This is an optimization exercise on Yosys and OpenROAD, whose aim is small area, a short achievable clock period and few clock cycles per item, not a production implementation. In this exercise RTL edits were held to simulation tests only and were not proved equivalent to the original.

==> flow/design.v <==
`default_nettype none
module gf256_to_comp (
    input  wire [7:0] i_x,
    output wire [7:0] o_c
);
    assign o_c[0] = i_x[0] ^ i_x[1] ^ i_x[3] ^ i_x[5];
    assign o_c[1] = i_x[1] ^ i_x[4] ^ i_x[7];
    assign o_c[2] = i_x[7];
    assign o_c[3] = i_x[1] ^ i_x[6];
    assign o_c[4] = i_x[4] ^ i_x[7];
    assign o_c[5] = i_x[1] ^ i_x[3] ^ i_x[4];
    assign o_c[6] = i_x[2] ^ i_x[5] ^ i_x[6];
    assign o_c[7] = i_x[5];
endmodule
module gf256_from_comp (
    input  wire [7:0] i_c,
    output wire [7:0] o_x
);
    assign o_x[0] = i_c[0] ^ i_c[2] ^ i_c[4] ^ i_c[5] ^ i_c[7];
    assign o_x[1] = i_c[1] ^ i_c[4];
    assign o_x[2] = i_c[1] ^ i_c[3] ^ i_c[4] ^ i_c[6] ^ i_c[7];
    assign o_x[3] = i_c[1] ^ i_c[2] ^ i_c[5];
    assign o_x[4] = i_c[2] ^ i_c[4];
    assign o_x[5] = i_c[7];
    assign o_x[6] = i_c[1] ^ i_c[3] ^ i_c[4];
    assign o_x[7] = i_c[2];
endmodule
module gf16_mul (
    input  wire [3:0] i_a,
    input  wire [3:0] i_b,
    output wire [3:0] o_p
);
    logic [6:0] prod;
    always_comb
    begin
        prod = '0;
        for (int mi = 0; mi < 4; mi++)
        begin
            prod = prod ^ ({7{i_b[mi]}} & ({3'b0, i_a} << mi));
        end
        for (int ri = 6; ri >= 4; ri--)
        begin
            prod = prod ^ ({7{prod[ri]}} & (7'h13 << (ri - 4)));
        end
    end
    assign o_p = prod[3:0];
endmodule
module gf256_mul (
    input  wire [7:0] i_a,
    input  wire [7:0] i_b,
    output wire [7:0] o_p
);
    logic [3:0] hh;
    logic [3:0] ll;
    logic [3:0] mm;
    logic [3:0] hl;
    gf16_mul u_hh (.i_a(i_a[7:4]), .i_b(i_b[7:4]), .o_p(hh));
    gf16_mul u_ll (.i_a(i_a[3:0]), .i_b(i_b[3:0]), .o_p(ll));
    gf16_mul u_mm (.i_a(i_a[7:4] ^ i_a[3:0]), .i_b(i_b[7:4] ^ i_b[3:0]), .o_p(mm));
    gf16_mul u_hl (.i_a(hh), .i_b(4'd15), .o_p(hl));
    assign o_p = {mm ^ ll, ll ^ hl};
endmodule
module gf256_inv_pre (
    input  wire [7:0] i_x,
    output wire [3:0] o_a1,
    output wire [3:0] o_s,      
    output wire [3:0] o_d
);
    logic [3:0] a1a0;
    logic [3:0] sq1;
    logic [3:0] sq0;
    logic [3:0] sq1l;
    gf16_mul u_m10 (.i_a(i_x[7:4]), .i_b(i_x[3:0]), .o_p(a1a0));
    gf16_mul u_sq1 (.i_a(i_x[7:4]), .i_b(i_x[7:4]), .o_p(sq1));
    gf16_mul u_sq0 (.i_a(i_x[3:0]), .i_b(i_x[3:0]), .o_p(sq0));
    gf16_mul u_lam (.i_a(sq1), .i_b(4'd15), .o_p(sq1l));
    assign o_a1 = i_x[7:4];
    assign o_s  = i_x[7:4] ^ i_x[3:0];
    assign o_d  = sq1l ^ a1a0 ^ sq0;
endmodule
module gf256_inv_post (
    input  wire [3:0] i_a1,
    input  wire [3:0] i_s,
    input  wire [3:0] i_d,
    output wire [7:0] o_y
);
    localparam logic [63:0] INV16 = 64'h834a5c2f67bde910;
    logic [3:0] dinv;
    assign dinv = INV16[4*i_d +: 4];
    gf16_mul u_r1 (.i_a(i_a1), .i_b(dinv), .o_p(o_y[7:4]));
    gf16_mul u_r0 (.i_a(i_s),  .i_b(dinv), .o_p(o_y[3:0]));
endmodule
`default_nettype wire
`timescale 1ns/100ps
`default_nettype none
module rs_bm_decoder (
    input  wire         i_clock,
    input  wire         i_arst_n,
    input  wire         i_start,
    input  wire  [47:0] i_synd,
    output logic [35:0] o_locator,
    output logic        o_ready
);
    logic       busy_q;
    logic       ready_q;
    logic [2:0] step_q;      
    logic       accept;
    logic       last;
    logic [7:0] q_q [0:5];
    logic [7:0] c_q [1:3];
    logic       xb1_q;
    logic [7:0] xb_q [2:3];
    logic [3:0] ib_a1_q;
    logic [3:0] ib_s_q;
    logic [3:0] ib_d_q;
    logic [7:0] b_inv;
    logic [2:0] len_q;
    logic [7:0] prod [1:3];
    logic [7:0] disc;
    logic [7:0] inv_in;
    logic [3:0] inv_a1;
    logic [3:0] inv_s;
    logic [3:0] inv_d;
    logic [7:0] scale;
    logic       take_p4;
    logic [7:0] upd2_in;
    logic [7:0] upd2;
    logic [7:0] upd3;
    logic       len_update;
    logic       s1_zero;
    logic       all_zero;
    logic [7:0] synd_c [0:5];
    logic [7:0] sigma [1:3];
    assign accept  = i_start && !busy_q;
    assign last    = (step_q == 3'd5);
    assign s1_zero = (i_synd[7:0] == 8'h00);
    assign all_zero = (i_synd == 48'h0);
    for (genvar j = 0; j < 6; j++)
    begin : g_in
        gf256_to_comp u_to (.i_x(i_synd[8*j +: 8]), .o_c(synd_c[j]));
    end
    for (genvar i = 1; i <= 3; i++)
    begin : g_disc
        gf256_mul u_mul (.i_a(c_q[i]), .i_b(q_q[i]), .o_p(prod[i]));
    end
    assign disc = q_q[0] ^ prod[1] ^ prod[2] ^ prod[3];
    assign inv_in = busy_q ? disc : {synd_c[0][7:1], synd_c[0][0] | s1_zero};
    gf256_inv_pre u_inv_pre (.i_x(inv_in), .o_a1(inv_a1), .o_s(inv_s), .o_d(inv_d));
    gf256_inv_post u_inv_post (.i_a1(ib_a1_q), .i_s(ib_s_q), .i_d(ib_d_q), .o_y(b_inv));
    gf256_mul u_scale (.i_a(disc), .i_b(b_inv), .o_p(scale));
    assign take_p4 = busy_q && (step_q == 3'd4) && (len_q == 3'd1);
    assign upd2_in = take_p4 ? q_q[3] : xb_q[2];
    gf256_mul u_upd2 (.i_a(scale), .i_b(upd2_in), .o_p(upd2));
    gf256_mul u_upd3 (.i_a(scale), .i_b(xb_q[3]), .o_p(upd3));
    assign len_update = busy_q && (disc != 8'h00) && ({len_q, 1'b0} <= {1'b0, step_q});
    always_ff @(posedge i_clock or negedge i_arst_n)
    begin
        if (!i_arst_n)
        begin
            busy_q  <= 1'b0;
            ready_q <= 1'b0;
            step_q  <= 3'd0;
        end
        else if (accept)
        begin
            busy_q  <= !all_zero;
            ready_q <= all_zero;
            step_q  <= 3'd1;
        end
        else if (busy_q)
        begin
            step_q <= step_q + 3'd1;
            if (last)
            begin
                busy_q  <= 1'b0;
                ready_q <= 1'b1;
            end
        end
    end
    always_ff @(posedge i_clock)
    begin
        if (accept)
        begin
            q_q[0] <= synd_c[1];
            q_q[1] <= synd_c[0];
            q_q[2] <= synd_c[5];
            q_q[3] <= synd_c[4];
            q_q[4] <= synd_c[3];
            q_q[5] <= synd_c[2];
            c_q[1] <= synd_c[0];
            c_q[2] <= 8'h00;
            c_q[3] <= 8'h00;
            xb1_q   <= !s1_zero;
            xb_q[2] <= {7'b0, s1_zero};
            xb_q[3] <= 8'h00;
            ib_a1_q <= inv_a1;
            ib_s_q  <= inv_s;
            ib_d_q  <= inv_d;
            len_q  <= {2'b0, !s1_zero};
        end
        else
        begin
            q_q[0] <= q_q[5] ^ (take_p4 ? upd2 : 8'h00);
            for (int i = 1; i <= 5; i++)
            begin
                q_q[i] <= q_q[i-1];
            end
            c_q[1] <= c_q[1] ^ (scale & {8{xb1_q}});
            c_q[2] <= c_q[2] ^ (take_p4 ? 8'h00 : upd2);
            c_q[3] <= c_q[3] ^ upd3;
            if (last)
            begin
                xb1_q   <= 1'b0;
                xb_q[2] <= 8'h00;
                xb_q[3] <= 8'h00;
            end
            else if (len_update)
            begin
                xb1_q   <= 1'b1;     
                xb_q[2] <= c_q[1];
                xb_q[3] <= c_q[2];
            end
            else
            begin
                xb1_q   <= 1'b0;     
                xb_q[2] <= {7'b0, xb1_q};
                xb_q[3] <= xb_q[2];
            end
            if (len_update)
            begin
                ib_a1_q <= inv_a1;
                ib_s_q  <= inv_s;
                ib_d_q  <= inv_d;
                len_q  <= step_q + 3'd1 - len_q;
            end
        end
    end
    for (genvar k = 1; k <= 3; k++)
    begin : g_out
        gf256_from_comp u_from (.i_c(c_q[k]), .o_x(sigma[k]));
    end
    assign o_locator = {sigma[3], sigma[2], sigma[1], 8'h01, len_q, (len_q > 3'd3)};
    assign o_ready   = ready_q;
endmodule
`default_nettype wire
==> flow/flow/run.sh <==
#!/bin/bash
# The standard layout (standard.sh), with one change: synthesis maps the logic
# with flow/abc.script in place of ORFS's abc_speed.script. Everything else in
# synthesis (register mapping, flattening, renaming) is synth_recipe.tcl as is.
set -euo pipefail
work=$(cd "$(dirname "$0")/.." && pwd)
cat > "$work/own_synth.tcl" <<TCL
# Yosys's abc with this flow's script; every other argument as ORFS gives it
proc abc {args} {
  set i [lsearch -exact \$args -script]
  if { \$i >= 0 } { lset args [expr { \$i + 1 }] {$work/flow/abc.script} }
  yosys abc {*}\$args
}
source {$work/synth_recipe.tcl}
TCL
bash "$work/standard.sh" SYNTH_SCRIPT="$work/own_synth.tcl" finish > "$work/flow_make.log" 2>&1
==> flow/flow/abc.script <==
strash
&get -n
&st
&dch
&nf -R 1000
&st
&dch
&nf -R 1000
&put
topo
stime -c
buffer -c
upsize -c
dnsize -c
==> flow/standard.sh <==
#!/bin/bash
# synth_recipe.tcl (not shown) runs the flow's synth.tcl, then flattens the netlist and writes it again
# the make line also repeats each setting of config.mk as NAME=value (left out here)
make -C /OpenROAD-flow-scripts/flow DESIGN_CONFIG=/design/flow/config.mk WORK_HOME=/design/flow/orfs CLKGATE_MAP_FILE= SYNTH_SCRIPT=/design/flow/synth_recipe.tcl "${@:-finish}"
==> flow/config.mk <==
export PLATFORM = sky130hd
export DESIGN_NAME = rs_bm_decoder
export DESIGN_NICKNAME = rs_bm_decoder
export VERILOG_FILES = /design/flow/design.v
export SDC_FILE = /design/flow/constraint.sdc
export NUM_CORES = 4
export LEC_CHECK = 0
export CAP_MARGIN = 20
export CORE_MARGIN = 2
export CORE_UTILIZATION = 40
export SLEW_MARGIN = 20
==> flow/constraint.sdc <==
create_clock -name core_clock -period 19.0 [get_ports {i_clock}]
set_input_delay 3.8000 -clock core_clock [delete_from_list [all_inputs] [get_ports {i_clock}]]
set_output_delay 3.8000 -clock core_clock [all_outputs]
set_load 0.01 [all_outputs]
==> flow_metrics.env, run 1 <==
export IMPL_run_status="timing/DRC/antenna clean"
export IMPL_cts_buffers_inserted=9
export IMPL_synth_most_common_cell="sky130_fd_sc_hd__xnor2_1"
export IMPL_syn_mean_instance_area_um2=7.789
export IMPL_cts_hold_buffers=0
export IMPL_grt_antenna_before_repair=0
export IMPL_dr_total_vias=9180
export IMPL_initialDrtViolationCount=549
export IMPL_setup_worst_path_end_class="flop"
export IMPL_buffer_ports_inserted=79
export IMPL_die_width_um=172.3
export IMPL_postPlaceCellArea_um2=12240
export IMPL_top_cell_types_by_occurrence_after_synthesis="sky130_fd_sc_hd__xnor2_1 (358), sky130_fd_sc_hd__nand2_1 (253), sky130_fd_sc_hd__nor2_1 (173), sky130_fd_sc_hd__xor2_1 (113), sky130_fd_sc_hd__dfxtp_1 (91)"
export IMPL_worst_r2r_startpoint="c_q[3][7]$_SDFF_PP0_"
export IMPL_cts_sinks=109
export IMPL_synth_yosys_seq_area_share_pct=20.64
export IMPL_cts_resized=0
export IMPL_synthDominantCellAreaShare_pct=27.69
export IMPL_clk_latency_ns=0.37
export IMPL_maximum_number_of_pins_on_one_net_before_global_route_repair=72
export IMPL_nFillCells=2813
export IMPL_clock_fmax_mhz=158.6
export IMPL_netlist_area_um2=11320
export IMPL_timing_critical_path_arrival_ns=6.54
export IMPL_clock_skew_ns=0.01861
export IMPL_tritoncts="yes"
export IMPL_layout_drive_gt1_share_pct=5.942
export IMPL_unrepaired_setup_endpoints_after_global_routing="false"
export IMPL_grt_pass1_wl_um=48460
export IMPL_finalHoldViolations=0
export IMPL_drt_pass1_iterations=5
export IMPL_setup_total_negative_slack_ns=0
export IMPL_ys_flop_type="sky130_fd_sc_hd__dfxtp_1"
export IMPL_cts_htree_levels=3
export IMPL_die_area_um2=29670
export IMPL_synthesis_instances=1454
export IMPL_worst_setup_path_endpoint="q_q[0][5]$_DFF_P_"
export IMPL_core_um2=27860
export IMPL_fin_crit_ns=6.307
export IMPL_startpoint="c_q[3][7]$_SDFF_PP0_"
export IMPL_wire_per_inst_um=16.62
export IMPL_ff2ff_path_depth=24
export IMPL_final_min_period_over_clock_period_pct=33.19
export IMPL_worstSetupPathType="reg -> reg"
export IMPL_final_net_count=1550
export IMPL_detail_route_wirelength_um=30900
export IMPL_routabilityCongestion=0.9377
export IMPL_area_growth_pct=10.78
export IMPL_ys_ff_latch=109
export IMPL_num_rows=61
export IMPL_insertedDiodeCount=0
export IMPL_timing_critical_path_from_type="flop"
export IMPL_vias_per_cell=4.938
export IMPL_setup_viol=0
export IMPL_reg2reg_setup_slack_ns=12.69
export IMPL_clockRootBuffer="sky130_fd_sc_hd__clkbuf_16"
export IMPL_asyncSetResetFlopFracSynth_pct=4.587
export IMPL_yosysTopAreaCell="sky130_fd_sc_hd__xnor2_1"
export IMPL_die_h_um=172.3
export IMPL_floorplan_io_pins=88
export IMPL_grt_util_all_layers_pct=21.28
export IMPL_synth_lib_cells_used_distinct=53
export IMPL_hp_class="reg -> reg"
export IMPL_path_clk_slew_ns=0.09
export IMPL_synthesis_yosys_warnings=11
export IMPL_post_cts_buffers=0
export IMPL_worst_pin_slew_ns=0.8786
export IMPL_final_cell_area_um2=12550
export IMPL_number_of_synthesized_flops_with_an_enable_pin=13
export IMPL_maxSlewViolCount=0
export IMPL_worstPathRequired_ns=19.23
export IMPL_floorplan_initialDensity_pct=40.65
export IMPL_cts_path_max_buffers=2
export IMPL_drt_drc_violations_left=0
export IMPL_detailedPlacementHpwl_um=24460
export IMPL_grt_overflow=0
export IMPL_detail_route_antenna_nets=0
export IMPL_synthTopCellsByArea="sky130_fd_sc_hd__xnor2_1 (28%), sky130_fd_sc_hd__dfxtp_1 (16%), sky130_fd_sc_hd__xor2_1 (8.7%)"
export IMPL_number_of_global_route_vias_before_repair=8833
export IMPL_critical_path_peak_fanout=10
export IMPL_regToRegEndpoint="q_q[0][5]$_DFF_P_"
export IMPL_slew_headroom_pct=41.43
export IMPL_max_cap_viol_count=0
==> per-layer routing <==
layer	track usage [%]	up-vias	wire length (um)	part of all wire [%]
met2	36.32	231	14430	47
met1	27.74	4307	14180	46
met4	8.367	0	1048	3.4
met3	1.968	45	1236	4.0
met5	0	-	0	0
li1	-	4597	-	-
==> metrics by stage <==
step / setup WS [ns] / hold slack, ns / cells / util, %
2_1_floorplan: 13.39 / 0.3988 / 1460 / -
3_3_place_gp: 12.63 / 0.4135 / 1843 / 43.95
3_5_place_dp: 12.60 / 0.4128 / 1843 / 43.95
4_1_cts: 12.75 / 0.4321 / 1859 / 45.03
5_1_grt: 12.26 / 0.4460 / 1859 / 45.03
6_report: 12.69 / 0.4331 / 1859 / 45.03
==> layout by cell type (no fill, tap or decap), types with 13 or more instances in the layout <==
cell type	count
sky130_fd_sc_hd__a21oi_1	57
sky130_fd_sc_hd__and3_1	16
sky130_fd_sc_hd__clkdlybuf4s50_1	79
sky130_fd_sc_hd__dfxtp_1	91
sky130_fd_sc_hd__edfxtp_1	13
sky130_fd_sc_hd__ha_1	22
sky130_fd_sc_hd__inv_1	34
sky130_fd_sc_hd__mux2i_1	14
sky130_fd_sc_hd__nand2_1	253
sky130_fd_sc_hd__nand2b_1	13
sky130_fd_sc_hd__nor2_1	173
sky130_fd_sc_hd__nor2b_1	22
sky130_fd_sc_hd__nor3_1	18
sky130_fd_sc_hd__o21ai_0	48
sky130_fd_sc_hd__xnor2_1	358
sky130_fd_sc_hd__xnor2_2	39
sky130_fd_sc_hd__xor2_1	113
==> worst max-delay path, cell delays in order, from the launching register on <==
cell	delay (ns)
sky130_fd_sc_hd__dfxtp_1	0.60
sky130_fd_sc_hd__nand2_1	0.12
sky130_fd_sc_hd__xor2_1	0.28
sky130_fd_sc_hd__xnor2_1	0.18
sky130_fd_sc_hd__xnor2_1	0.10
sky130_fd_sc_hd__xnor2_1	0.28
sky130_fd_sc_hd__xor2_1	0.37
sky130_fd_sc_hd__xnor2_1	0.18
sky130_fd_sc_hd__xnor2_2	0.45
sky130_fd_sc_hd__xnor2_1	0.28
sky130_fd_sc_hd__nor2_1	0.11
sky130_fd_sc_hd__xnor2_1	0.28
sky130_fd_sc_hd__xnor2_1	0.18
sky130_fd_sc_hd__xnor2_1	0.14
sky130_fd_sc_hd__xnor2_2	0.65
sky130_fd_sc_hd__xnor2_2	0.27
sky130_fd_sc_hd__nor2_2	0.21
sky130_fd_sc_hd__xnor2_2	0.15
sky130_fd_sc_hd__xnor2_1	0.16
sky130_fd_sc_hd__xnor2_1	0.16
sky130_fd_sc_hd__xnor2_1	0.11
sky130_fd_sc_hd__xnor2_1	0.42
sky130_fd_sc_hd__nand2_1	0.14
sky130_fd_sc_hd__xor2_1	0.26
sky130_fd_sc_hd__o21ai_1	0.08
==> cell families (layout without fill, tap and decap cells) <==
kind of cell               Yosys count  count (layout)  share of synthesized area [%]
and+or+nand+nor                    533             533                          19.96
xor gates and xnor gates           519             519                          43.62
AOI/OAI and AO/OA                  137             137                          6.773
buffers and inverters              116             137                          4.994
DFF                                109             109                          20.64
adders and majority gates           23              23                          2.607
muxes                               15              15                          1.337
other                                2               8                        0.06632
==> how the worst min path moves through the flow <==
| stage | from | endpoint | slack [ns] | depth (start not counted) |
|---|---|---|---|---|
| 5_1_grt | q_q[4][7]$_DFF_P_ | q_q[5][7]$_DFF_P_ | 0.45 | 2 |
| 3_3_place_gp | q_q[4][7]$_DFF_P_ | q_q[5][7]$_DFF_P_ | 0.41 | 2 |
| 3_5_place_dp | q_q[4][7]$_DFF_P_ | q_q[5][7]$_DFF_P_ | 0.41 | 2 |
| 6_report | q_q[4][7]$_DFF_P_ | q_q[5][7]$_DFF_P_ | 0.43 | 2 |
| 2_1_floorplan | q_q[4][2]$_DFF_P_ | q_q[5][2]$_DFF_P_ | 0.40 | 2 |
| 4_1_cts | q_q[4][7]$_DFF_P_ | q_q[5][7]$_DFF_P_ | 0.43 | 2 |
==> state kept, by name (all words and copies together), names as in the netlist <==
name     flops
ready_q      1
ib_a1_q      4
xb1_q        1
ib_s_q       4
len_q        3
c_q         24
busy_q       1
step_q       3
ib_d_q       4
q_q         48
xb_q        16
==> layout make-up <==
cell class                      instances  area, um^2  share of cell area, %
Clock inverter                          7       77.57                 0.6183
Timing Repair Buffer                   84       828.3                  6.602
Sequential cell                       109        2337                  18.63
Clock buffer                            9       225.2                  1.795
Inverter                               37       138.9                  1.107
Multi-Input combinational cell       1235        8466                  67.48
Tap cell                              378       473.0                  3.770
Testbench counts, summed over its fixed seeds: cycles 9,223, decodes 1,600.
==> run 2, diff against run 1 <==
==> flow/flow/abc.script (replaced) <==
strash
&get -n
&st
&dch
&nf -R 1000
&put
topo
stime -c
upsize -c
dnsize -c
==> run 2 against run 1 <==
  * Synthesized cell count shrank 5.5%
  * Final cell count down 1.1%
  * Register-to-register slack improved by 0.20 ns
  * Worst setup slack improved by 0.17 ns
  * Non-clock buffer count increased by 1
  * Still clean
  * Cell area rose by 0.67%
  * Hold slack improved by 0.0089 ns
  * First-iteration DRC count is 13% lower
==> flow_metrics.env, run 2 <==
export IMPL_ys_ff_latch=109
export IMPL_buffer_ports_inserted=79
export IMPL_core_um2=27100
export IMPL_final_net_count=1535
export IMPL_worstPathRequired_ns=15.20
export IMPL_cts_htree_levels=3
export IMPL_synthesis_instances=1374
export IMPL_nFillCells=2762
export IMPL_clock_fmax_mhz=162.8
export IMPL_maximum_number_of_pins_on_one_net_before_global_route_repair=73
export IMPL_run_status="timing/DRC/antenna clean"
export IMPL_clk_latency_ns=0.37
export IMPL_grt_antenna_before_repair=0
export IMPL_area_growth_pct=13.79
export IMPL_path_clk_slew_ns=0.08
export IMPL_yosysTopAreaCell="sky130_fd_sc_hd__xnor2_1"
export IMPL_most_common_library_cell_in_the_layout_ignoring_fill_and_taps="sky130_fd_sc_hd__xnor2_1"
export IMPL_asyncSetResetFlopFracSynth_pct=4.587
export IMPL_hold_path_end="q_q[5][2]$_DFF_P_"
export IMPL_cts_resized=0
export IMPL_floorplan_initialDensity_pct=40.96
export IMPL_largest_register_ffs=48
export IMPL_worst_path_largest_cell_delay_ns=0.62
export IMPL_unrepaired_setup_endpoints_after_global_routing="false"
export IMPL_cts_path_max_buffers=2
export IMPL_floorplan_io_pins=88
export IMPL_setup_viol=0
export IMPL_die_h_um=170.6
export IMPL_cts_hold_buffers=0
export IMPL_post_place_ws_ns=12.62
export IMPL_synthDominantCellAreaShare_pct=29.35
export IMPL_reg2reg_setup_slack_ns=12.89
export IMPL_grt_overflow=0
export IMPL_stdcell_count=1838
export IMPL_worst_pin_slew_ns=0.8631
export IMPL_cpLargestDelayFamily="XOR/XNOR gates"
export IMPL_holdCritStartpoint="q_q[4][2]$_DFF_P_"
export IMPL_insertedDiodeCount=0
export IMPL_layout_drive_gt1_share_pct=5.866
export IMPL_tritoncts="yes"
export IMPL_setup_total_negative_slack_ns=0
export IMPL_slew_headroom_pct=42.46
export IMPL_setup_worst_path_end_class="output pin"
export IMPL_crit_buf_inv=1
export IMPL_worstSetupPathType="reg -> out"
export IMPL_timing_critical_path_arrival_ns=2.34
export IMPL_post_place_cells=1822
export IMPL_dr_total_vias=8896
export IMPL_clockRootBuffer="sky130_fd_sc_hd__clkbuf_16"
export IMPL_num_rows=60
export IMPL_critical_path_cell_chain="xor2_1 > xor2_1 > xnor2_1 > clkdlybuf4s50_1"
export IMPL_timing_critical_path_slowest_stage_cell="sky130_fd_sc_hd__dfxtp_1"
export IMPL_detail_route_antenna_nets=0
export IMPL_post_cts_buffers=0
export IMPL_cts_sinks=109
export IMPL_timing_critical_path_from_type="flop"
export IMPL_synth_most_common_cell="sky130_fd_sc_hd__xnor2_1"
export IMPL_drt_drc_violations_left=0
export IMPL_vias_per_cell=4.840
export IMPL_ys_flop_type="sky130_fd_sc_hd__dfxtp_1"
export IMPL_synth_lib_cells_used_distinct=49
export IMPL_drt_pass1_iterations=5
export IMPL_die_width_um=170.6
export IMPL_syn_mean_instance_area_um2=8.078
export IMPL_cp_common_cell="sky130_fd_sc_hd__xor2_1"
export IMPL_max_flop_register="q_q"
export IMPL_detailedPlacementHpwl_um=22690
export IMPL_top_cell_types_by_occurrence_after_synthesis="sky130_fd_sc_hd__xnor2_1 (372), sky130_fd_sc_hd__nand2_1 (264), sky130_fd_sc_hd__nor2_1 (173), sky130_fd_sc_hd__xor2_1 (138), sky130_fd_sc_hd__dfxtp_1 (91)"
export IMPL_clock_skew_ns=0.01123
export IMPL_synth_yosys_seq_area_share_pct=21.06
export IMPL_initialDrtViolationCount=479
export IMPL_hp_class="reg -> reg"
export IMPL_postPlaceCellArea_um2=12340
export IMPL_finalHoldViolations=0
export IMPL_regs_by_ff_count="q_q: 48 flops, c_q: 24 flops, xb_q: 16 flops"
export IMPL_fin_crit_ns=6.141
export IMPL_synthesis_yosys_warnings=11
export IMPL_grt_pass1_wl_um=47270
export IMPL_number_of_synthesized_flops_with_an_enable_pin=13
export IMPL_die_area_um2=29100
export IMPL_synthTopCellsByArea="sky130_fd_sc_hd__xnor2_1 (29%), sky130_fd_sc_hd__dfxtp_1 (16%), sky130_fd_sc_hd__xor2_1 (11%)"
export IMPL_maxSlewViolCount=0
export IMPL_ff2ff_path_depth=22
export IMPL_max_cap_viol_count=0
export IMPL_worst_r2r_startpoint="ib_d_q[1]$_DFFE_PP_"
export IMPL_most_common_layout_cells="sky130_fd_sc_hd__xnor2_1 (372), sky130_fd_sc_hd__nand2_1 (264), sky130_fd_sc_hd__nor2_1 (173), sky130_fd_sc_hd__xor2_1 (138), sky130_fd_sc_hd__dfxtp_1 (91)"
export IMPL_number_of_global_route_vias_before_repair=8832
export IMPL_grt_util_all_layers_pct=20.73
export IMPL_detail_route_wirelength_um=28950
export IMPL_worstHoldPathCells=2
export IMPL_regToRegEndpoint="q_q[0][6]$_DFF_P_"
export IMPL_routabilityCongestion=0.8892
export IMPL_netlist_area_um2=11100
export IMPL_final_cell_area_um2=12630
export IMPL_cts_buffers_inserted=9
export IMPL_post_route_worst_setup_slack_ns=12.86
export IMPL_wire_per_inst_um=15.75
export IMPL_final_min_period_over_clock_period_pct=32.32
export IMPL_critical_path_peak_fanout=9
## run 2: changes by cell type after synthesis, moves of 9 or more
cell                       delta
sky130_fd_sc_hd__buf_2       -28
sky130_fd_sc_hd__clkinv_1    +30
sky130_fd_sc_hd__and3_1       -9
sky130_fd_sc_hd__nand2_1     +11
sky130_fd_sc_hd__nor3_1      -15
sky130_fd_sc_hd__a21oi_1     -13
sky130_fd_sc_hd__xnor2_1     +14
sky130_fd_sc_hd__inv_1       -34
sky130_fd_sc_hd__nor2b_1      -9
sky130_fd_sc_hd__clkbuf_1    -23
sky130_fd_sc_hd__xor2_1      +25
sky130_fd_sc_hd__buf_4        -9
## run 2: worst max path at each step
stage,from,end,slack [ns],depth (start not counted)
detailed placement,i_synd[1],ib_d_q[2]$_DFFE_PP_,12.62,11
floorplan,i_start,ib_a1_q[0]$_DFFE_PP_,12.46,2
global placement,i_synd[1],ib_d_q[2]$_DFFE_PP_,12.64,11
finish,c_q[1][4]$_DFF_P_,o_locator[14],12.86,4
global route,ib_d_q[1]$_DFFE_PP_,q_q[0][6]$_DFF_P_,12.03,24
CTS,ib_d_q[1]$_DFFE_PP_,q_q[0][6]$_DFF_P_,12.86,24
## run 2: layout make-up
| cell class | count | area [um^2] | area share, % |
|---|---|---|---|
| inverter | 34 | 127.6 | 1.010 |
| clock buffer | 9 | 225.2 | 1.783 |
| tap | 372 | 465.4 | 3.685 |
| sequential | 109 | 2337 | 18.51 |
| multi-input combinational | 1222 | 8572 | 67.87 |
| clock inverter | 7 | 66.31 | 0.5251 |
| timing repair buffer | 85 | 835.8 | 6.618 |
## run 2: cell families after synthesis
| kind of cell | synth area share, % |
|---|---|
| compound gates | 5.603 |
| xor+xnor | 48.62 |
| fa+ha+maj | 2.660 |
| buf+inv | 2.130 |
| flops | 21.06 |
| mux | 1.443 |
| other cells | 0.06766 |
| simple gates | 18.42 |
## run 2: stage by stage
step           hold WS (ns)  utilization (%)
5_1_grt              0.4688            46.60
6_report             0.4420            46.60
3_3_place_gp         0.4139            45.53
4_1_cts              0.4482            46.60
2_1_floorplan        0.3988                -
3_5_place_dp         0.4240            45.53
## run 2: layer usage
metal | vias up | track usage (%) | routed length (um)
met3 | 43 | 1.920 | 978
met2 | 202 | 36.38 | 13970
met4 | 0 | 6.577 | 697
met1 | 4163 | 26.77 | 13310
met5 | - | 0 | 0
li1 | 4488 | - | -
## run 2: tightest hold or removal path, stage by stage, from the launching register on
cell                      delay (ns)
sky130_fd_sc_hd__dfxtp_1        0.31
sky130_fd_sc_hd__nand2_1        0.05
sky130_fd_sc_hd__nand2_1        0.05
==> run 3, diff against run 2 <==
==> flow/flow/abc.script (replaced) <==
strash
&get -n
&st
&dch
&nf -R 1000
&put
==> run 3 against run 2 <==
  * Still clean on timing, DRC and antenna
  * Maximum frequency shrank 7.2%
  * Final cell count down 1.8%
  * Clock-buffer cell count did not move
  * Critical path depth rose by 19
  * Die area fell by 4.3%
  * Via count fell by 1.1%
  * Worst setup slack got worse by 0.48 ns
  * Core utilization shrank 0.081 points
  * Sequential share of layout area is 0.77 points higher
  * Cell area shrank 4.0%
  * Global-route usage is 0.26 points higher
  * Synthesized cell count unchanged
  * Critical path type is now reg -> reg
==> flow_metrics.env, run 3 <==
export IMPL_run_status="timing/DRC/antenna clean"
export IMPL_detailedPlacementHpwl_um=22460
export IMPL_synth_lib_cells_used_distinct=37
export IMPL_worst_pin_slew_ns=0.9351
export IMPL_grt_antenna_before_repair=0
export IMPL_drt_pass1_iterations=6
export IMPL_area_growth_pct=14.28
export IMPL_cts_buffers_inserted=9
export IMPL_final_net_count=1538
export IMPL_register_cell_area_after_layout_um2=2337
export IMPL_worstPathRequired_ns=19.29
export IMPL_netlist_area_um2=10610
export IMPL_wire_per_inst_um=15.98
export IMPL_unrepaired_setup_endpoints_after_global_routing="false"
export IMPL_yosysTopAreaCell="sky130_fd_sc_hd__xnor2_1"
export IMPL_die_h_um=166.8
export IMPL_grt_util_all_layers_pct=20.99
export IMPL_hp_class="reg -> reg"
export IMPL_setup_worst_path_end_class="flop"
export IMPL_dr_total_vias=8797
export IMPL_nFillCells=2627
export IMPL_clk_latency_ns=0.36
export IMPL_worstSetupPathType="reg -> reg"
export IMPL_synthDominantCellAreaShare_pct=34.51
export IMPL_synth_yosys_seq_area_share_pct=22.03
export IMPL_ys_ff_latch=109
export IMPL_maxSlewViolCount=0
export IMPL_post_route_worst_setup_slack_ns=12.38
export IMPL_drt_drc_violations_left=0
export IMPL_core_um2=26060
export IMPL_timing_critical_path_arrival_ns=6.91
export IMPL_buffer_ports_inserted=79
export IMPL_final_min_period_over_clock_period_pct=34.84
export IMPL_post_place_ws_ns=12.45
export IMPL_floorplan_io_pins=88
export IMPL_max_flop_register="q_q"
export IMPL_reg2reg_setup_slack_ns=12.38
export IMPL_initialDrtViolationCount=551
export IMPL_layout_drive_gt1_share_pct=1.974
export IMPL_die_area_um2=27840
export IMPL_ff2ff_path_depth=23
export IMPL_clock_skew_ns=0.008975
export IMPL_insertedDiodeCount=0
export IMPL_clock_fmax_mhz=151.1
export IMPL_clockRootBuffer="sky130_fd_sc_hd__clkbuf_16"
export IMPL_post_cts_buffers=0
export IMPL_startpoint="c_q[2][7]$_SDFF_PP0_"
export IMPL_final_hold_worst_slack_ns=0.4288
export IMPL_grt_pass1_wl_um=46920
export IMPL_number_of_synthesized_flops_with_an_enable_pin=13
export IMPL_num_rows=59
export IMPL_path_clk_slew_ns=0.08
export IMPL_syn_mean_instance_area_um2=7.720
export IMPL_multi_input_area_um2=8078
export IMPL_slew_headroom_pct=37.21
export IMPL_regToRegEndpoint="c_q[2][3]$_SDFF_PP0_"
export IMPL_worst_setup_path_endpoint="c_q[2][3]$_SDFF_PP0_"
export IMPL_cts_path_max_buffers=2
export IMPL_max_cap_viol_count=0
export IMPL_top_cell_types_by_occurrence_after_synthesis="sky130_fd_sc_hd__xnor2_1 (418), sky130_fd_sc_hd__nand2_1 (264), sky130_fd_sc_hd__nor2_1 (174), sky130_fd_sc_hd__xor2_1 (145), sky130_fd_sc_hd__dfxtp_1 (91)"
export IMPL_synthTopCellsByArea="sky130_fd_sc_hd__xnor2_1 (35%), sky130_fd_sc_hd__dfxtp_1 (17%), sky130_fd_sc_hd__xor2_1 (12%)"
export IMPL_timing_critical_path_from_type="flop"
export IMPL_finalHoldViolations=0
export IMPL_synthesis_instances=1374
export IMPL_setup_viol=0
export IMPL_ys_flop_type="sky130_fd_sc_hd__dfxtp_1"
export IMPL_critical_path_peak_fanout=11
export IMPL_regs_by_ff_count="q_q: 48 flops, c_q: 24 flops, xb_q: 16 flops"
export IMPL_largest_register_ffs=48
export IMPL_cts_sinks=109
export IMPL_tritoncts="yes"
export IMPL_detail_route_wirelength_um=28830
export IMPL_die_width_um=166.8
export IMPL_cts_hold_buffers=0
export IMPL_synthesis_yosys_warnings=11
export IMPL_fin_crit_ns=6.620
export IMPL_asyncSetResetFlopFracSynth_pct=4.587
export IMPL_floorplan_initialDensity_pct=40.71
export IMPL_vias_per_cell=4.876
export IMPL_setup_total_negative_slack_ns=0
export IMPL_maximum_number_of_pins_on_one_net_before_global_route_repair=66
export IMPL_cp_common_cell="sky130_fd_sc_hd__xnor2_1"
export IMPL_cts_resized=0
export IMPL_most_common_layout_cells="sky130_fd_sc_hd__xnor2_1 (418), sky130_fd_sc_hd__nand2_1 (264), sky130_fd_sc_hd__nor2_1 (174), sky130_fd_sc_hd__xor2_1 (145), sky130_fd_sc_hd__dfxtp_1 (91)"
export IMPL_cts_htree_levels=3
export IMPL_worst_r2r_startpoint="c_q[2][7]$_SDFF_PP0_"
export IMPL_grt_overflow=0
export IMPL_synth_most_common_cell="sky130_fd_sc_hd__xnor2_1"
export IMPL_number_of_global_route_vias_before_repair=8909
export IMPL_routabilityCongestion=0.8962
export IMPL_worst_path_largest_cell_delay_ns=0.78
export IMPL_critical_path_cell_chain="nand2_1 > xor2_1 > xnor2_1 > xnor2_1 > xor2_1 > xnor2_1 > xnor2_1 > xnor2_1 > nand2_1 > xnor2_1 > xnor2_1 > xor2_1 > xnor2_1 > xnor2_1 > nor2b_1 > xnor2_1 > xnor2_1 > xnor2_1 > xor2_1 > xor2_1 > nor2b_1 > o21ai_0 > a21oi_1"
export IMPL_timing_critical_path_slowest_stage_cell="sky130_fd_sc_hd__xnor2_1"
export IMPL_detail_route_antenna_nets=0
export IMPL_most_common_library_cell_in_the_layout_ignoring_fill_and_taps="sky130_fd_sc_hd__xnor2_1"
==> run 3: cell count changes in the layout (fill, tap and decap cells not counted), moves of 4 or more <==
cell and delta:
sky130_fd_sc_hd__inv_2 -4, sky130_fd_sc_hd__and2b_1 -5, sky130_fd_sc_hd__xor2_2 -6, sky130_fd_sc_hd__xor2_1 +7, sky130_fd_sc_hd__o21ai_0 +11, sky130_fd_sc_hd__o21ai_1 -10
sky130_fd_sc_hd__xnor2_2 -41, sky130_fd_sc_hd__xnor2_4 -5, sky130_fd_sc_hd__clkinv_1 +4, sky130_fd_sc_hd__xnor2_1 +46, sky130_fd_sc_hd__nor2b_1 +5
==> run 3: final cells by class <==
| type | count | share of cell area, % |
|---|---|---|
| inverter | 34 | 1.053 |
| clock buffer | 9 | 1.858 |
| sequential | 109 | 19.28 |
| tap | 335 | 3.458 |
| clock inverter | 7 | 0.6399 |
| timing repair buffer | 88 | 7.080 |
| multi-input combinational | 1222 | 66.63 |
==> run 3: metal layers <==
metal	part of all wire (%)	global-route usage (%)	wire, um	up-vias
li1	-	-	-	4500
met5	0	0	0	-
met4	3.5	8.133	1020	0
met1	46	27.25	13280	4057
met3	3.2	2.091	922	53
met2	47	35.86	13610	187
==> run 3: worst min-delay path by stage <==
| stage | start | to | cells after the start |
|---|---|---|---|
| 2_1_floorplan | q_q[4][2]$_DFF_P_ | q_q[5][2]$_DFF_P_ | 2 |
| 3_3_place_gp | q_q[4][2]$_DFF_P_ | q_q[5][2]$_DFF_P_ | 2 |
| 3_5_place_dp | q_q[4][7]$_DFF_P_ | q_q[5][7]$_DFF_P_ | 2 |
| 4_1_cts | q_q[4][7]$_DFF_P_ | q_q[5][7]$_DFF_P_ | 2 |
| 5_1_grt | q_q[4][7]$_DFF_P_ | q_q[5][7]$_DFF_P_ | 2 |
| 6_report | q_q[4][7]$_DFF_P_ | q_q[5][7]$_DFF_P_ | 2 |
==> run 3: cells by family after synthesis <==
kind of cell | count (synthesis) | synth area share (%)
xor+xnor | 563 | 46.49
simple gates | 498 | 19.06
compound gates | 114 | 5.827
flops | 109 | 22.03
buf+inv | 49 | 2.229
fa+ha+maj | 23 | 2.784
mux | 16 | 1.510
other cells | 2 | 0.07080
==> run 3: worst max-delay path, delay by kind of cell (launching register included) <==
kind,cells,cell delay (ns)
xor+xnor,17,4.80
flops,1,0.66
simple gates,4,0.83
compound gates,2,0.25
==> run 3: through the flow <==
stage | cells | instance area [um^2] | utilization (%)
after floorplan | 1380 | 10630 | -
after global placement | 1788 | 11820 | 45.36
after detailed placement | 1788 | 11820 | 45.36
after CTS | 1804 | 12120 | 46.52
after global routing | 1804 | 12120 | 46.52
final | 1804 | 12120 | 46.52
==> run 4, diff against run 3 <==
==> flow/flow/abc.script (replaced) <==
strash
&get -n
&st
&dch
&nf -R 1000
&put
topo
stime -c
buffer -c
upsize -c
dnsize -c
==> run 4 against run 3 <==
  * Cell area grew 7.6%
  * Still clean
  * Core utilization decreased by 1.3 points
  * Die area grew 11%
  * Register-to-register slack improved by 0.64 ns
==> flow_metrics.env, run 4 <==
export IMPL_run_status="timing/DRC/antenna clean"
export IMPL_synthesis_yosys_warnings=11
export IMPL_timing_critical_path_from_type="flop"
export IMPL_floorplan_initialDensity_pct=40.94
export IMPL_routabilityCongestion=0.9048
export IMPL_most_common_layout_cells="sky130_fd_sc_hd__xnor2_1 (345), sky130_fd_sc_hd__nand2_1 (261), sky130_fd_sc_hd__nor2_1 (171), sky130_fd_sc_hd__xor2_1 (132), sky130_fd_sc_hd__dfxtp_1 (91)"
export IMPL_final_hold_worst_slack_ns=0.4380
export IMPL_cts_hold_buffers=0
export IMPL_cts_buffers_inserted=9
export IMPL_timing_critical_path_slowest_stage_cell="sky130_fd_sc_hd__dfxtp_1"
export IMPL_setup_viol=0
export IMPL_layout_drive_gt1_share_pct=8.601
export IMPL_regs_by_ff_count="q_q: 48 flops, c_q: 24 flops, xb_q: 16 flops"
export IMPL_slew_headroom_pct=45.30
export IMPL_clk_latency_ns=0.37
export IMPL_path_clk_slew_ns=0.08
export IMPL_ys_flop_type="sky130_fd_sc_hd__dfxtp_1"
export IMPL_worstPathRequired_ns=15.20
export IMPL_asyncSetResetFlopFracSynth_pct=4.587
export IMPL_synthesis_instances=1432
export IMPL_vias_per_cell=4.804
export IMPL_tritoncts="yes"
export IMPL_number_of_global_route_vias_before_repair=8791
export IMPL_fin_crit_ns=6.046
export IMPL_cts_resized=0
export IMPL_max_flop_register="q_q"
export IMPL_timing_critical_path_arrival_ns=2.25
export IMPL_cts_sinks=109
export IMPL_floorplan_io_pins=88
export IMPL_buffer_ports_inserted=79
export IMPL_number_of_synthesized_flops_with_an_enable_pin=13
export IMPL_die_h_um=175.9
export IMPL_initialDrtViolationCount=487
export IMPL_final_net_count=1534
export IMPL_dr_total_vias=8882
export IMPL_worst_pin_slew_ns=0.8205
export IMPL_clockRootBuffer="sky130_fd_sc_hd__clkbuf_16"
export IMPL_die_width_um=175.9
export IMPL_post_cts_buffers=0
export IMPL_grt_overflow=0
export IMPL_detail_route_antenna_nets=0
export IMPL_unrepaired_setup_endpoints_after_global_routing="false"
export IMPL_yosysTopAreaCell="sky130_fd_sc_hd__xnor2_1"
export IMPL_max_cap_viol_count=0
export IMPL_core_um2=28860
export IMPL_setup_total_negative_slack_ns=0
export IMPL_grt_util_all_layers_pct=19.71
export IMPL_die_area_um2=30930
export IMPL_grt_pass1_wl_um=47750
export IMPL_top_cell_types_by_occurrence_after_synthesis="sky130_fd_sc_hd__xnor2_1 (345), sky130_fd_sc_hd__nand2_1 (261), sky130_fd_sc_hd__nor2_1 (171), sky130_fd_sc_hd__xor2_1 (132), sky130_fd_sc_hd__dfxtp_1 (91)"
export IMPL_clock_fmax_mhz=165.4
export IMPL_drt_drc_violations_left=0
export IMPL_clock_skew_ns=0.01253
export IMPL_synthDominantCellAreaShare_pct=25.57
export IMPL_cp_common_cell="sky130_fd_sc_hd__xor2_1"
export IMPL_cts_htree_levels=3
export IMPL_largest_register_ffs=48
export IMPL_syn_mean_instance_area_um2=8.251
export IMPL_ys_ff_latch=109
export IMPL_finalHoldViolations=0
export IMPL_grt_antenna_before_repair=0
export IMPL_wire_per_inst_um=16.03
export IMPL_maxSlewViolCount=0
export IMPL_cts_path_max_buffers=2
export IMPL_final_min_period_over_clock_period_pct=31.82
export IMPL_synthTopCellsByArea="sky130_fd_sc_hd__xnor2_1 (26%), sky130_fd_sc_hd__dfxtp_1 (15%), sky130_fd_sc_hd__xor2_1 (9.8%)"
export IMPL_hp_class="reg -> reg"
export IMPL_worstSetupPathType="reg -> out"
export IMPL_num_rows=62
export IMPL_critical_path_cell_chain="xor2_1 > xor2_1 > xnor2_1 > clkdlybuf4s50_1"
export IMPL_worst_path_largest_cell_delay_ns=0.66
export IMPL_detailedPlacementHpwl_um=23420
export IMPL_synth_lib_cells_used_distinct=55
export IMPL_maximum_number_of_pins_on_one_net_before_global_route_repair=61
export IMPL_netlist_area_um2=11820
export IMPL_most_common_library_cell_in_the_layout_ignoring_fill_and_taps="sky130_fd_sc_hd__xnor2_1"
export IMPL_synth_most_common_cell="sky130_fd_sc_hd__xnor2_1"
export IMPL_detail_route_wirelength_um=29640
export IMPL_area_growth_pct=10.44
export IMPL_insertedDiodeCount=0
export IMPL_synth_yosys_seq_area_share_pct=19.78
export IMPL_critical_path_peak_fanout=9
export IMPL_drt_pass1_iterations=5
export IMPL_setup_worst_path_end_class="output pin"
## run 4: changes by cell type after synthesis, sizes merged
cell    before  now
buf         15   51
clkinv      34    0
inv          0   34
clkbuf       0   22
and2b        0    5
nor2b       19   14
## run 4: layout make-up
cell class,instances,area (um^2)
Inverter,34,127.6
Sequential cell,109,2337
Multi-Input combinational cell,1222,8974
Timing Repair Buffer,84,828.3
Clock buffer,9,225.2
Tap cell,384,480.5
Fill cell,2865,15810
Clock inverter,7,76.32
## run 4: path summary, 6_finish.rpt
path / to / slack, ns / cells past startpoint / start
setup / recovery: o_locator[14] / 12.95 / 4 / c_q[1][1]$_DFF_P_
hold / removal: q_q[5][2]$_DFF_P_ / 0.44 / 2 / q_q[4][2]$_DFF_P_
setup reg to reg: q_q[0][6]$_DFF_P_ / 13.02 / 23 / c_q[2][2]$_SDFF_PP0_
hold reg to reg: q_q[5][2]$_DFF_P_ / 0.44 / 2 / q_q[4][2]$_DFF_P_
max in group asynchronous: step_q[1]$_DFFE_PN0P_ / 15.13 / 1 / i_arst_n
min in group asynchronous: step_q[2]$_DFFE_PN0P_ / 3.67 / 1 / i_arst_n
## run 4: per-layer routing
layer / share of wire (%) / vias up / GRT usage [%]
met2: 47 / 211 / 33.25
li1: - / 4485 / -
met5: 0 / - / 0
met1: 46 / 4145 / 26.26
met3: 3.6 / 41 / 1.948
met4: 3.2 / 0 / 6.818
## run 4: cell families after synthesis
group / count (synthesis) / synth area share, %
XOR/XNOR: 563 / 48.91
AND/OR/NAND/NOR: 498 / 17.46
AO/OA/AOI/OAI: 114 / 5.284
flip-flops: 109 / 19.78
buffers and inverters: 107 / 4.638
adder cells (fa/ha/maj): 23 / 2.499
multiplexers: 16 / 1.355
other: 2 / 0.06356
## run 4: per-stage QoR
step / utilization (%) / setup slack, ns / instance area (um^2) / cells
global placement: 44.17 / 12.73 / 12750 / 1833
detailed placement: 44.17 / 12.65 / 12750 / 1833
global route: 45.22 / 12.42 / 13050 / 1849
CTS: 45.22 / 12.94 / 13050 / 1849
floorplan: - / 13.45 / 11840 / 1438
finish: 45.22 / 12.95 / 13050 / 1849
## run 4: critical path, delay by kind of cell (launching register included)
family                 cells  cell delay (ns)
buffers and inverters      1             0.56
XOR/XNOR                   3             0.66
flip-flops                 1             0.66
==> run 5, diff against run 4 <==
--- a/flow/flow/run.sh
+++ b/flow/flow/run.sh
@@ -14,3 +14,3 @@
 source {$work/synth_recipe.tcl}
 TCL
-bash "$work/standard.sh" SYNTH_SCRIPT="$work/own_synth.tcl" finish > "$work/flow_make.log" 2>&1
+bash "$work/standard.sh" SYNTH_SCRIPT="$work/own_synth.tcl" SETUP_SLACK_MARGIN=14 finish > "$work/flow_make.log" 2>&1
==> run 5 against run 4 <==
  * Still clean
  * Cell area is 37% higher
  * Synthesized area unchanged
  * Worst setup slack better by 0.53 ns
  * Critical path depth increased by 21
  * Non-clock buffer count up 232
  * Clock-buffer cell count unchanged
  * Maximum frequency grew 9.5%
  * Via count grew 17%
  * Critical endpoint is now q_q[0][7]$_DFF_P_
  * Highest routed layer unchanged
==> flow_metrics.env, run 5 <==
export IMPL_most_common_library_cell_in_the_layout_ignoring_fill_and_taps="sky130_fd_sc_hd__nand2_1"
export IMPL_final_cell_area_um2=17910
export IMPL_nFillCells=2189
export IMPL_drt_pass1_iterations=5
export IMPL_yosysTopAreaCell="sky130_fd_sc_hd__xnor2_1"
export IMPL_worst_pin_slew_ns=0.9953
export IMPL_initialDrtViolationCount=692
export IMPL_synth_adder_area_share_pct=2.499
export IMPL_layout_drive_gt1_share_pct=44.20
export IMPL_largest_register_ffs=48
export IMPL_ys_ff_latch=109
export IMPL_synthesis_yosys_warnings=11
export IMPL_finalHoldViolations=0
export IMPL_grt_pass1_wl_um=54670
export IMPL_final_min_period_over_clock_period_pct=29.05
export IMPL_clockRootBuffer="sky130_fd_sc_hd__clkbuf_16"
export IMPL_timing_critical_path_from_type="flop"
export IMPL_post_place_cells=1832
export IMPL_ys_flop_type="sky130_fd_sc_hd__dfxtp_1"
export IMPL_detail_route_antenna_nets=0
export IMPL_synth_xor_xnor_area_share_pct=48.91
export IMPL_postPlaceCellArea_um2=12880
export IMPL_timing_critical_path_arrival_ns=5.76
export IMPL_top_cell_types_by_occurrence_after_synthesis="sky130_fd_sc_hd__xnor2_1 (345), sky130_fd_sc_hd__nand2_1 (261), sky130_fd_sc_hd__nor2_1 (171), sky130_fd_sc_hd__xor2_1 (132), sky130_fd_sc_hd__dfxtp_1 (91)"
export IMPL_setup_viol=0
export IMPL_clk_latency_ns=0.37
export IMPL_synthDominantCellAreaShare_pct=25.57
export IMPL_run_status="timing/DRC/antenna clean"
export IMPL_synthesis_instances=1432
export IMPL_path_clk_slew_ns=0.09
export IMPL_post_synthesis_compound_gate_area_fraction_pct=5.284
export IMPL_fin_crit_ns=5.519
export IMPL_wire_per_inst_um=18.47
export IMPL_asyncSetResetFlopFracSynth_pct=4.587
export IMPL_slew_headroom_pct=33.65
export IMPL_synth_mux_area_fraction_pct=1.356
export IMPL_yosys_area_share_simple_pct=17.46
export IMPL_vias_per_cell=4.997
export IMPL_cts_sinks=109
export IMPL_insertedDiodeCount=0
export IMPL_tritoncts="yes"
export IMPL_maximum_number_of_pins_on_one_net_before_global_route_repair=73
export IMPL_combinational_family_with_the_most_area_after_synthesis="XOR/XNOR gates"
export IMPL_grt_util_all_layers_pct=22.67
export IMPL_synthTopCellsByArea="sky130_fd_sc_hd__xnor2_1 (26%), sky130_fd_sc_hd__dfxtp_1 (15%), sky130_fd_sc_hd__xor2_1 (9.8%)"
export IMPL_detailedPlacementHpwl_um=23290
export IMPL_floorplan_io_pins=88
export IMPL_num_rows=62
export IMPL_floorplan_initialDensity_pct=40.94
export IMPL_cts_buffers_inserted=9
export IMPL_setup_total_negative_slack_ns=0
export IMPL_most_common_layout_cells="sky130_fd_sc_hd__nand2_1 (228), sky130_fd_sc_hd__xnor2_1 (205), sky130_fd_sc_hd__buf_4 (166), sky130_fd_sc_hd__xnor2_2 (158), sky130_fd_sc_hd__nor2_1 (132)"
export IMPL_synth_most_common_cell="sky130_fd_sc_hd__xnor2_1"
export IMPL_worstSetupPathType="reg -> reg"
export IMPL_hp_class="reg -> reg"
export IMPL_die_width_um=175.9
export IMPL_syn_mean_instance_area_um2=8.251
export IMPL_area_growth_pct=51.56
export IMPL_stdcell_count=2081
export IMPL_layout_core_utilization_pct=62.05
export IMPL_grt_antenna_before_repair=0
export IMPL_clock_fmax_mhz=181.2
export IMPL_core_um2=28860
export IMPL_buffer_ports_inserted=79
export IMPL_max_cap_viol_count=0
export IMPL_unrepaired_setup_endpoints_after_global_routing="true"
export IMPL_max_flop_register="q_q"
export IMPL_clock_skew_ns=0.01572
export IMPL_final_net_count=1766
export IMPL_setup_worst_path_end_class="flop"
export IMPL_netlist_area_um2=11820
export IMPL_die_area_um2=30930
export IMPL_dr_total_vias=10400
export IMPL_maxSlewViolCount=0
export IMPL_cts_path_max_buffers=2
export IMPL_grt_overflow=0
export IMPL_routabilityCongestion=0.8850
export IMPL_regs_by_ff_count="q_q: 48 flops, c_q: 24 flops, xb_q: 16 flops"
export IMPL_die_h_um=175.9
export IMPL_number_of_synthesized_flops_with_an_enable_pin=13
export IMPL_drt_drc_violations_left=0
export IMPL_worstPathRequired_ns=19.24
export IMPL_synth_yosys_seq_area_share_pct=19.78
export IMPL_number_of_global_route_vias_before_repair=10150
export IMPL_synth_lib_cells_used_distinct=55
export IMPL_critical_path_peak_fanout=4
export IMPL_detail_route_wirelength_um=38430
export IMPL_cts_htree_levels=3
## run 5: cell counts after synthesis
Identical to the previous run, type by type.
## run 5: timing repair
item / in CTS / in global routing
pin swaps: 177 / 183
gates resized for setup: 498 / 228
setup buffers: 169 / 64
hold buffers: 0 / 0
setup endpoints to repair: 140 / 48
## run 5: layer usage
| metal | track usage, % | routed length (um) |
|---|---|---|
| met5 | 0 | 0 |
| met4 | 9.504 | 1618 |
| met3 | 2.835 | 1697 |
| met2 | 38.34 | 19230 |
| met1 | 29.21 | 15880 |
## run 5: cell families after synthesis
logic type | Yosys count
adder cells (fa/ha/maj) | 23
AND/OR/NAND/NOR | 498
multiplexers | 16
other | 2
AO/OA/AOI/OAI | 114
XOR/XNOR | 563
buffers and inverters | 107
flip-flops | 109
## run 5: final cells by class
class	instances	area [um^2]	share of cell area [%]
repair buffers	316	2865	16.00
inverters	34	145.1	0.8105
clock inverters	7	86.33	0.4821
well taps	384	480.5	2.683
flip-flops and latches	109	2494	13.93
multi-input cells	1222	11610	64.84
clock buffers	9	225.2	1.258
## run 5: worst paths after layout
path,startpoint,endpoint,slack [ns],cells after the start
min in group asynchronous,i_arst_n,step_q[0]$_DFFE_PN0P_,3.65,1
setup / recovery,c_q[2][2]$_SDFF_PP0_,q_q[0][7]$_DFF_P_,13.48,25
setup reg to reg,c_q[2][2]$_SDFF_PP0_,q_q[0][7]$_DFF_P_,13.48,25
hold reg to reg,q_q[4][1]$_DFF_P_,q_q[5][1]$_DFF_P_,0.45,2
max in group asynchronous,i_arst_n,busy_q$_DFF_PN0_,15.16,1
hold / removal,q_q[4][1]$_DFF_P_,q_q[5][1]$_DFF_P_,0.45,2
## run 5: critical path, cell delays in order, from the launching register on
cell	delay [ns]
sky130_fd_sc_hd__dfxtp_4	0.38
sky130_fd_sc_hd__buf_4	0.15
sky130_fd_sc_hd__xnor2_4	0.15
sky130_fd_sc_hd__nor2_1	0.19
sky130_fd_sc_hd__xor2_1	0.31
sky130_fd_sc_hd__xnor2_2	0.19
sky130_fd_sc_hd__xor2_1	0.31
sky130_fd_sc_hd__xnor2_1	0.18
sky130_fd_sc_hd__xnor2_2	0.31
sky130_fd_sc_hd__xnor2_2	0.19
sky130_fd_sc_hd__nor2b_4	0.22
sky130_fd_sc_hd__xnor2_2	0.13
sky130_fd_sc_hd__xnor2_2	0.10
sky130_fd_sc_hd__buf_6	0.13
sky130_fd_sc_hd__buf_4	0.13
sky130_fd_sc_hd__xnor2_2	0.24
sky130_fd_sc_hd__xor2_2	0.33
sky130_fd_sc_hd__xnor2_4	0.18
sky130_fd_sc_hd__xnor2_1	0.32
sky130_fd_sc_hd__nor2_1	0.11
sky130_fd_sc_hd__xor2_1	0.27
sky130_fd_sc_hd__xor2_1	0.28
sky130_fd_sc_hd__xnor2_2	0.19
sky130_fd_sc_hd__nand2_2	0.12
sky130_fd_sc_hd__xor2_2	0.20
sky130_fd_sc_hd__a21oi_1	0.08
## run 5: metrics by stage
stage / hold slack, ns / setup WS [ns]
2_1_floorplan: 0.3988 / 13.55
3_3_place_gp: 0.4073 / 12.58
3_5_place_dp: 0.4275 / 12.56
4_1_cts: 0.4513 / 13.69
5_1_grt: 0.4819 / 13.27
6_report: 0.4464 / 13.48
==> run 6, diff against run 5 <==
==> flow/run.sh (new file) <==
#!/bin/bash
# synth_recipe.tcl (not shown) runs the flow's synth.tcl, then flattens the netlist and writes it again
# the make line also repeats each setting of config.mk as NAME=value (left out here)
make -C /OpenROAD-flow-scripts/flow DESIGN_CONFIG=/design/flow/config.mk WORK_HOME=/design/flow/orfs CLKGATE_MAP_FILE= SYNTH_SCRIPT=/design/flow/synth_recipe.tcl finish
removed: flow/flow/run.sh
removed: flow/flow/abc.script
removed: flow/standard.sh
==> run 6 against run 5 <==
  * Synthesized area increased by 2.8%
  * Die area increased by 2.7%
  * Register-to-register slack got worse by 1.1 ns
  * Cell area decreased by 26%
  * First-iteration DRC count increased by 17%
  * Critical path type is now in -> reg
  * Clock-buffer cell count increased by 1
  * Clock skew decreased by 0.0042 ns
  * Still clean on timing, DRC and antenna
  * Hold slack got worse by 0.014 ns
==> flow_metrics.env, run 6 <==
export IMPL_yosys_area_share_simple_pct=19.58
export IMPL_routabilityCongestion=0.9175
export IMPL_tritoncts="yes"
export IMPL_stdcell_count=1883
export IMPL_insertedDiodeCount=0
export IMPL_final_cell_area_um2=13340
export IMPL_nFillCells=3007
export IMPL_post_place_cells=1867
export IMPL_finalHoldViolations=0
export IMPL_number_of_global_route_vias_before_repair=9615
export IMPL_path_clk_slew_ns=0.08
export IMPL_run_status="timing/DRC/antenna clean"
export IMPL_clockRootBuffer="sky130_fd_sc_hd__clkbuf_16"
export IMPL_most_common_layout_cells="sky130_fd_sc_hd__xnor2_1 (271), sky130_fd_sc_hd__nand2_1 (252), sky130_fd_sc_hd__nor2_1 (148), sky130_fd_sc_hd__xor2_1 (105), sky130_fd_sc_hd__dfxtp_1 (91)"
export IMPL_max_cap_viol_count=0
export IMPL_buffer_ports_inserted=79
export IMPL_grt_antenna_before_repair=0
export IMPL_synthesis_instances=1484
export IMPL_max_flop_register="q_q"
export IMPL_cts_hold_buffers=0
export IMPL_number_of_synthesized_flops_with_an_enable_pin=13
export IMPL_detail_route_antenna_nets=0
export IMPL_num_rows=63
export IMPL_vias_per_cell=5.271
export IMPL_synth_lib_cells_used_distinct=80
export IMPL_maximum_number_of_pins_on_one_net_before_global_route_repair=88
export IMPL_synthDominantCellAreaShare_pct=19.55
export IMPL_critical_path_peak_fanout=6
export IMPL_grt_pass1_wl_um=54320
export IMPL_regs_by_ff_count="q_q: 48 flops, c_q: 24 flops, xb_q: 16 flops"
export IMPL_grt_util_all_layers_pct=22.43
export IMPL_synth_most_common_cell="sky130_fd_sc_hd__xnor2_1"
export IMPL_unrepaired_setup_endpoints_after_global_routing="false"
export IMPL_asyncSetResetFlopFracSynth_pct=4.587
export IMPL_post_synthesis_compound_gate_area_fraction_pct=9.304
export IMPL_final_min_period_over_clock_period_pct=35.95
export IMPL_floorplan_initialDensity_pct=40.75
export IMPL_setup_total_negative_slack_ns=0
export IMPL_grt_overflow=0
export IMPL_most_common_library_cell_in_the_layout_ignoring_fill_and_taps="sky130_fd_sc_hd__xnor2_1"
export IMPL_setup_worst_path_end_class="flop"
export IMPL_detailedPlacementHpwl_um=27190
export IMPL_initialDrtViolationCount=812
export IMPL_netlist_area_um2=12140
export IMPL_ys_ff_latch=109
export IMPL_combinational_family_with_the_most_area_after_synthesis="XOR/XNOR gates"
export IMPL_timing_critical_path_arrival_ns=6.94
export IMPL_clock_fmax_mhz=146.4
export IMPL_cts_sinks=109
export IMPL_post_cts_buffers=0
export IMPL_core_um2=29800
export IMPL_synthTopCellsByArea="sky130_fd_sc_hd__xnor2_1 (20%), sky130_fd_sc_hd__dfxtp_1 (15%), sky130_fd_sc_hd__xnor3_1 (9.8%)"
export IMPL_drt_drc_violations_left=0
export IMPL_synth_yosys_seq_area_share_pct=19.25
export IMPL_die_width_um=178.2
export IMPL_top_cell_types_by_occurrence_after_synthesis="sky130_fd_sc_hd__xnor2_1 (271), sky130_fd_sc_hd__nand2_1 (252), sky130_fd_sc_hd__nor2_1 (148), sky130_fd_sc_hd__xor2_1 (105), sky130_fd_sc_hd__dfxtp_1 (91)"
export IMPL_yosysTopAreaCell="sky130_fd_sc_hd__xnor2_1"
export IMPL_worst_pin_slew_ns=1.153
export IMPL_clock_skew_ns=0.01148
export IMPL_maxSlewViolCount=0
export IMPL_synth_xor_xnor_area_share_pct=40.41
export IMPL_post_place_ws_ns=11.78
export IMPL_area_growth_pct=9.830
export IMPL_floorplan_io_pins=88
export IMPL_drt_pass1_iterations=6
export IMPL_layout_drive_gt1_share_pct=4.488
export IMPL_timing_critical_path_from_type="primary input"
export IMPL_fin_crit_ns=6.831
export IMPL_worstSetupPathType="in -> reg"
export IMPL_die_h_um=178.2
export IMPL_cts_buffers_inserted=9
export IMPL_hp_class="reg -> reg"
export IMPL_detail_route_wirelength_um=34930
export IMPL_slew_headroom_pct=22.89
export IMPL_clk_latency_ns=0.36
export IMPL_cts_resized=0
export IMPL_final_net_count=1562
export IMPL_ys_flop_type="sky130_fd_sc_hd__dfxtp_1"
export IMPL_wire_per_inst_um=18.55
export IMPL_die_area_um2=31770
export IMPL_cts_path_max_buffers=2
export IMPL_largest_register_ffs=48
export IMPL_post_route_worst_setup_slack_ns=12.17
export IMPL_dr_total_vias=9926
export IMPL_postPlaceCellArea_um2=13040
export IMPL_synth_mux_area_fraction_pct=3.802
export IMPL_worstPathRequired_ns=19.11
export IMPL_synthesis_yosys_warnings=11
export IMPL_synth_adder_area_share_pct=2.432
export IMPL_syn_mean_instance_area_um2=8.183
export IMPL_cts_htree_levels=3
export IMPL_setup_viol=0
[run 6: final timing paths]
path | from | to | slack, ns | depth (start not counted)
min in group asynchronous | i_arst_n | step_q[1]$_DFFE_PN0P_ | 3.66 | 1
max in group asynchronous | i_arst_n | busy_q$_DFF_PN0_ | 15.14 | 1
hold / removal | q_q[4][0]$_DFF_P_ | q_q[5][0]$_DFF_P_ | 0.43 | 2
hold reg to reg | q_q[4][0]$_DFF_P_ | q_q[5][0]$_DFF_P_ | 0.43 | 2
setup reg to reg | q_q[3][4]$_DFF_P_ | c_q[2][3]$_SDFF_PP0_ | 12.36 | 17
setup / recovery | i_synd[1] | ib_d_q[0]$_DFFE_PP_ | 12.17 | 12
[run 6: stage by stage]
stage	hold slack [ns]	utilization, %
after detailed placement	0.4157	43.76
after global placement	0.4076	43.76
after CTS	0.4361	44.76
final	0.4320	44.76
after global routing	0.4629	44.76
after floorplan	0.3988	-
[run 6: cells by family after synthesis]
family	count (synthesis)
AND/OR/NAND/NOR	537
XOR/XNOR	449
AO/OA/AOI/OAI	184
buffers and inverters	137
flip-flops	109
multiplexers	43
adder cells (fa/ha/maj)	23
other	2
[run 6: area by class of cell]
| cell class | instances | area, um^2 | share of cell area, % |
|---|---|---|---|
| sequential | 109 | 2337 | 17.53 |
| inverter | 36 | 135.1 | 1.013 |
| tap | 390 | 488.0 | 3.659 |
| multi-input combinational | 1244 | 9219 | 69.12 |
| clock inverter | 6 | 60.06 | 0.4503 |
| timing repair buffer | 88 | 858.3 | 6.436 |
| clock buffer | 10 | 239.0 | 1.792 |
[run 6: layer usage]
| layer | vias to the layer above | GRT usage (%) | wire length, um |
|---|---|---|---|
| li1 | 4871 | - | - |
| met1 | 4643 | 29.33 | 15290 |
| met2 | 339 | 37.05 | 16230 |
| met3 | 73 | 2.984 | 1955 |
| met4 | 0 | 9.722 | 1458 |
| met5 | - | 0.1603 | 0 |
[run 6: critical path: stages]
cell and delay [ns]:
sky130_fd_sc_hd__clkdlybuf4s50_1 0.46, sky130_fd_sc_hd__inv_1 0.11, sky130_fd_sc_hd__ha_1 0.15, sky130_fd_sc_hd__or4b_2 0.58, sky130_fd_sc_hd__nor4_1 0.53, sky130_fd_sc_hd__nor2_1 0.10
sky130_fd_sc_hd__o21ai_1 0.37, sky130_fd_sc_hd__ha_1 0.23, sky130_fd_sc_hd__xor2_1 0.18, sky130_fd_sc_hd__xnor2_1 0.15, sky130_fd_sc_hd__xnor2_1 0.17, sky130_fd_sc_hd__xnor2_1 0.10

what the ideal ports hide:
The flow's constraints put no driver on any port. The routed layouts listed below were extracted and timed again, unchanged, in two steps. Step 1 (the two cells are an assumption about what drives the block):
set clk [get_ports {i_clock}]
set_driving_cell -lib_cell sky130_fd_sc_hd__clkbuf_16 $clk
set_driving_cell -lib_cell sky130_fd_sc_hd__buf_2 [delete_from_list [all_inputs] $clk]
Step 2 times the ports against the registers' clock, not the clock port: input delays grow and output delays shrink by t, the midpoint of the rising clock arrivals with the driver on. a / b / c = no drivers / after step 1 / after step 2; a / b = the first two.
run | t (ns) | slack for setup (ns) | latest minus earliest clock arrival (ns) | worst data-port slew with drivers (ns)
run 1 | 0.405 | 12.693 / 12.693 / 12.567 | 0.019 / 0.019 | 0.04
run 2 | 0.411 | 12.859 / 12.810 / 12.614 | 0.011 / 0.011 | 0.04
run 3 | 0.405 | 12.380 / 12.380 / 12.380 | 0.009 / 0.009 | 0.04
run 4 | 0.405 | 12.954 / 12.909 / 12.639 | 0.013 / 0.013 | 0.05
run 5 | 0.407 | 13.481 / 13.481 / 13.313 | 0.016 / 0.016 | 0.06
run 6 | 0.404 | 12.169 / 12.193 / 11.789 | 0.012 / 0.011 | 0.04
After both steps setup and hold are still met in every run listed. The setup slack of run 6, which loses most, moves by +0.024 ns with the drivers and by -0.380 ns with both steps.
